This design comes from an exercise in tuning for small area, a short achievable clock period and few clock cycles per item on the open sky130 flow, not from production work.
The RTL was checked by simulation tests, not by an equivalence proof against the original design.

===== config.mk =====
export PLATFORM = sky130hd
export DESIGN_NAME = proof_emul
export DESIGN_NICKNAME = proof_emul
export VERILOG_FILES = /design/flow/design.v
export SDC_FILE = /design/flow/constraint.sdc
export NUM_CORES = 4
export LEC_CHECK = 0
export CAP_MARGIN = 20
export CORE_MARGIN = 2
export CORE_UTILIZATION = 40
export SLEW_MARGIN = 20

===== constraint.sdc =====
create_clock -name core_clock -period 17.5 [get_ports {clk_i}]
set_input_delay 3.5000 -clock core_clock [delete_from_list [all_inputs] [get_ports {clk_i}]]
set_output_delay 3.5000 -clock core_clock [all_outputs]
set_load 0.01 [all_outputs]

===== design.v =====
module proof_emul #(
  parameter int BMAX = 256
) (
  input  logic            clk_i,
  input  logic            arst_ni,
  input  logic            istr_i,
  input  logic [BMAX-1:0] modp_i,
  input  logic [BMAX-1:0] opa_i,
  input  logic [BMAX-1:0] opb_i,
  output logic            busy_o,
  output logic            vlid_o,
  output logic            ierr_o,
  output logic [BMAX-1:0] prod_o
);
  localparam int CW = $clog2(BMAX) + 1;
  typedef enum logic {IDLE, RUN} state_t;
  state_t          state, state_nxt;
  logic [BMAX-1:0] p_r, a_r, b_r;
  logic [BMAX:0]   acc;
  logic [CW-1:0]   cnt;
  logic [BMAX:0]   t1, t2;
  logic            last;
  function automatic logic [BMAX:0] mod_sub(input logic [BMAX:0] x, input logic [BMAX-1:0] p);
    mod_sub = (x >= {1'b0, p}) ? x - {1'b0, p} : x;
  endfunction
  always_comb begin
    t1 = mod_sub(acc << 1, p_r);
    t2 = mod_sub(t1 + (b_r[BMAX-1] ? {1'b0, a_r} : '0), p_r);
  end
  assign last   = (state == RUN) && (cnt == CW'(1));
  assign busy_o = (state == RUN);
  always_comb begin
    state_nxt = state;
    if (istr_i)    state_nxt = RUN;
    else if (last) state_nxt = IDLE;
  end
  always_ff @(posedge clk_i or negedge arst_ni) begin
    if (!arst_ni) state <= IDLE;
    else          state <= state_nxt;
  end
  always_ff @(posedge clk_i or negedge arst_ni) begin
    if (!arst_ni) begin
      p_r    <= '0;
      a_r    <= '0;
      b_r    <= '0;
      acc    <= '0;
      cnt    <= '0;
      prod_o <= '0;
      vlid_o <= 1'b0;
    end else begin
      vlid_o <= 1'b0;
      if (istr_i) begin
        p_r <= modp_i;
        a_r <= opa_i;
        b_r <= opb_i;
        acc <= '0;
        cnt <= CW'(BMAX);
      end else if (state == RUN) begin
        acc <= t2;
        b_r <= b_r << 1;
        cnt <= cnt - CW'(1);
        if (last) begin
          prod_o <= t2[BMAX-1:0];
          vlid_o <= 1'b1;
        end
      end
    end
  end
  logic err_r;
  always_ff @(posedge clk_i or negedge arst_ni) begin
    if (!arst_ni)    err_r <= 1'b0;
    else if (istr_i) err_r <= (opa_i >= modp_i) | (opb_i >= modp_i) | ~modp_i[0];
  end
  assign ierr_o = vlid_o & err_r;
endmodule

===== run.sh =====
#!/bin/bash
# synth_recipe.tcl (not shown) runs the flow's synth.tcl, then flattens the netlist and writes it again
# the make line also repeats each setting of config.mk as NAME=value (left out here)
make -C /OpenROAD-flow-scripts/flow DESIGN_CONFIG=/design/flow/config.mk WORK_HOME=/design/flow/orfs CLKGATE_MAP_FILE= SYNTH_SCRIPT=/design/flow/synth_recipe.tcl finish

==> results.cfg <==
[routing]
drt-vias-per-instance = 5.90
vias = 119000
detail_route.first_pass.iterations = 6
wl_per_cell_um = 27.3
detail_route.iter0.violations = 11700
detail-route-antenna-nets = 0
wl_mm = 550
route.detailed.drc = 0

[place]
place.port_buffers = 1029
gp_congestion = 1.07
dp.final_hpwl_mm = 455
post_dp_cell_area_um2 = 134000

[yosys]
synth_sequential_area_ratio = 0.271
avgSynthCellArea_um2 = 7.79
postSynthRegisterBits = 1292
yosysWarnings = 1
ys_async_sr_fraction = 1.00
netlist_area_um2 = 119000
postSynthNetCount = 17400
synth_cell_type_count = 99
synth-edff-count = 0
synthCells = 15300
synth-main-ff-cell = sky130_fd_sc_hd__dfrtp_1

[timing]
timing.final.crit_share = 0.970
maxSlewHeadroom = 0.190
fmax_mhz = 58.9
finalSetupViolations = 0
finalWorstPathRequiredPeriod_ps = 16980
finalClockSkew_ps = 87.3
worst_pin_slew_ps = 1210
final_max_slew_viol_count = 0
finalHoldViolCount = 0

[die]
floorplan.die.height_um = 550
dieArea_um2 = 302000
coreArea_um2 = 297000
fp-row-count = 200
die_width_um = 550
initial_utilization = 0.402
ioPinCount = 1030

[critical_path]
cp-end-kind = register
critPathMostFrequentCell = sky130_fd_sc_hd__buf_4
critical_path.startpoint_type = register
critical-path-slowest-cell = sky130_fd_sc_hd__or3_1
cp_max_fo = 13
critical_path.reg2reg.endpoint = acc[254]
required_time_of_the_critical_path_ps = 18210
worst-r2r-setup-slack_ps = 520
critical_path_start_end_classification = register to register
rr_worst_depth = 68
worst_path_largest_cell_delay_ps = 520
timing.critical_path.arrival_ps = 17690
worst_r2r_start = p_r[38]

[cells_and_area]
num-fill-cells = 29800
syn2layout_area_growth_pct = 17.6
layout_commonest_cell = sky130_fd_sc_hd__nand2_1
post-route-cell-area_um2 = 140000
final_core_util = 0.473
layout_common_cells = 2124 x sky130_fd_sc_hd__nand2_1, 1692 x sky130_fd_sc_hd__a21oi_1, 1473 x sky130_fd_sc_hd__o21ai_0, 1290 x sky130_fd_sc_hd__dfrtp_1, 1283 x sky130_fd_sc_hd__ha_1
final_layout_size_suffix_gt1_frac = 0.0695
nets_finish = 18100

[clock_tree]
cts-htree-levels = 4
path_clk_slew_ps = 60
ctsRootBufferMaster = sky130_fd_sc_hd__clkbuf_16
worstSkewPairLatency_ps = 920
cts-buffers-inserted = 169
numClockSinks = 1292
tritoncts = done
clock_tree.buffer_depth = 4
holdBufCountCts = 0

[worst_hold_path]
worstHoldEndpoint = prod_o[153]
min_from = prod_o[153]
hold_path_class = register to register
worstHoldPathCells = 2

[global_routing]
number_of_antenna_violations_at_the_first_check_in_global_routing = 31
grt_pass1_vias = 115000
maximum_number_of_pins_on_one_net_before_global_route_repair = 210
overflow = 0
grt_first_pass_wirelength_mm = 789
track_usage = 0.351

[outcome]
status = timing/DRC/antenna clean

[job]
drv.max_cap_violation_count = 0
-- repair_timing --
| item | 4_1_cts | 5_1_grt |
|---|---|---|
| gates cloned | 0 | 0 |
| pin swaps | 0 | 3 |
| setup endpoints to repair | 5 | 512 |
| resized for setup | 2 | 31 |
| buffers inserted | 0 | 6 |
-- state kept, by name, indices dropped and copies added (netlist names) --
register,count
a_r,256
acc,256
b_r,256
p_r,256
prod_o,256
cnt,9
err_r,1
state,1
vlid_o,1
-- routing by layer --
metal / share of wire / routed length, um / track usage
met2: 0.44 / 244000 / 0.557
met4: 0.067 / 36900 / 0.205
met3: 0.078 / 43100 / 0.0650
met5: 0.00016 / 86 / 0
met1: 0.41 / 225000 / 0.446
-- kinds of logic after synthesis --
kind of cell    synth area share
compound gates             0.229
xor+xnor                  0.0562
fa+ha+maj                  0.135
buf+inv                   0.0534
flops                      0.271
mux                       0.0687
simple gates               0.186
-- metrics by stage --
stage / cells / TNS [ps] / hold WS [ps] / worst slack (ps)
6_report: 20100 / 0 / 473 / 520
5_1_grt: 20100 / -31.9 / 504 / -17.2
4_1_cts: 20100 / 0 / 476 / 48.5
3_5_place_dp: 19800 / -229 / 463 / -143
3_3_place_gp: 19800 / -637120 / 460 / -1790
2_1_floorplan: 15300 / 0 / 473 / 4610
-- critical path, delay by kind of cell, from the launching register on --
family / cells / cell delay (ps)
compound gates: 30 / 8150
xor+xnor: 2 / 330
fa+ha+maj: 3 / 1000
buf+inv: 9 / 1530
flops: 1 / 360
mux: 2 / 410
simple gates: 22 / 4920
-- cell usage after synthesis (27+ instances only) --
cell type / count / area share
sky130_fd_sc_hd__xnor2_1: 492 / 0.036
sky130_fd_sc_hd__nor2b_1: 191 / 0.010
sky130_fd_sc_hd__nand3_1: 95 / 0.0040
sky130_fd_sc_hd__a21oi_1: 1693 / 0.071
sky130_fd_sc_hd__xor2_1: 273 / 0.020
sky130_fd_sc_hd__o31ai_1: 62 / 0.0039
sky130_fd_sc_hd__dfrtp_1: 1292 / 0.27
sky130_fd_sc_hd__ha_1: 1283 / 0.13
sky130_fd_sc_hd__a21boi_0: 50 / 0.0032
sky130_fd_sc_hd__o211ai_1: 42 / 0.0026
sky130_fd_sc_hd__o21bai_1: 280 / 0.018
sky130_fd_sc_hd__nand2b_1: 182 / 0.0096
sky130_fd_sc_hd__and2_1: 277 / 0.015
sky130_fd_sc_hd__a221oi_1: 30 / 0.0022
sky130_fd_sc_hd__or3_1: 42 / 0.0022
sky130_fd_sc_hd__a21o_1: 345 / 0.022
sky130_fd_sc_hd__a31oi_1: 70 / 0.0037
sky130_fd_sc_hd__o21ai_0: 1479 / 0.062
sky130_fd_sc_hd__nand2_1: 2125 / 0.067
sky130_fd_sc_hd__a211oi_1: 48 / 0.0030
sky130_fd_sc_hd__and3_1: 27 / 0.0014
sky130_fd_sc_hd__inv_1: 851 / 0.027
sky130_fd_sc_hd__buf_1: 32 / 0.0010
sky130_fd_sc_hd__mux2_2: 305 / 0.029
sky130_fd_sc_hd__nor4_1: 69 / 0.0036
sky130_fd_sc_hd__nor2_1: 986 / 0.031
sky130_fd_sc_hd__mux2_4: 60 / 0.0076
sky130_fd_sc_hd__mux2i_1: 382 / 0.032
sky130_fd_sc_hd__o21a_1: 97 / 0.0061
sky130_fd_sc_hd__clkbuf_1: 733 / 0.023
sky130_fd_sc_hd__or2_2: 52 / 0.0027
sky130_fd_sc_hd__nor3_1: 181 / 0.0076
sky130_fd_sc_hd__nand4_1: 525 / 0.028
sky130_fd_sc_hd__o21ai_1: 276 / 0.012
-- area by class of cell --
type / count / area [um^2] / area share
Multi-Input combinational cell: 12300 / 80700 / 0.576
Timing Repair Buffer: 1370 / 13100 / 0.0938
Sequential cell: 1292 / 32300 / 0.231
Antenna cell: 19 / 47.5 / 0.000339
Inverter: 851 / 3200 / 0.0228
Tap cell: 3939 / 4930 / 0.0352
Clock buffer: 233 / 4800 / 0.0343
Clock inverter: 74 / 951 / 0.00679
-- how the worst max path moves through the flow --
stage	end	depth (start not counted)	startpoint	slack, ps
6_report	acc[254]	68	p_r[38]	520
4_1_cts	acc[254]	67	p_r[38]	50
2_1_floorplan	acc[216]	59	acc[42]	4610
5_1_grt	acc[65]	65	acc[36]	-20
3_5_place_dp	acc[254]	62	p_r[38]	-140
3_3_place_gp	acc[254]	61	p_r[38]	-1790
Testbench counts, summed over its fixed seeds: cycles 49,344, items 192.

-- port drivers added, routing unchanged --
In the flow no input, the clock included, has a driving cell. The finished layout below was timed again as built, in two steps.
Step 1 sets driving cells, clkbuf_16 on the clock port and buf_2 on the other inputs (assumed; they add their load-dependent delay and slew).
Step 2 moves the port delays by t, midway between the first and last clock arrival at a register: inputs arrive t later, outputs are due t later. That takes back most of the time a late clock gives input paths.
Slacks: ideal / step 1 / step 2; pairs: ideal / step 1.
t, ns: 0.996
setup slack, ns: 0.520 / 0.520 / 0.520
worst setup path at the end: register to register
slew at the worst register clock pin (ns): 0.07 / 0.07
After both steps setup and hold are still met in this run. For this run, drivers alone change the setup slack by 0.000 ns; drivers and shift together by 0.000 ns.
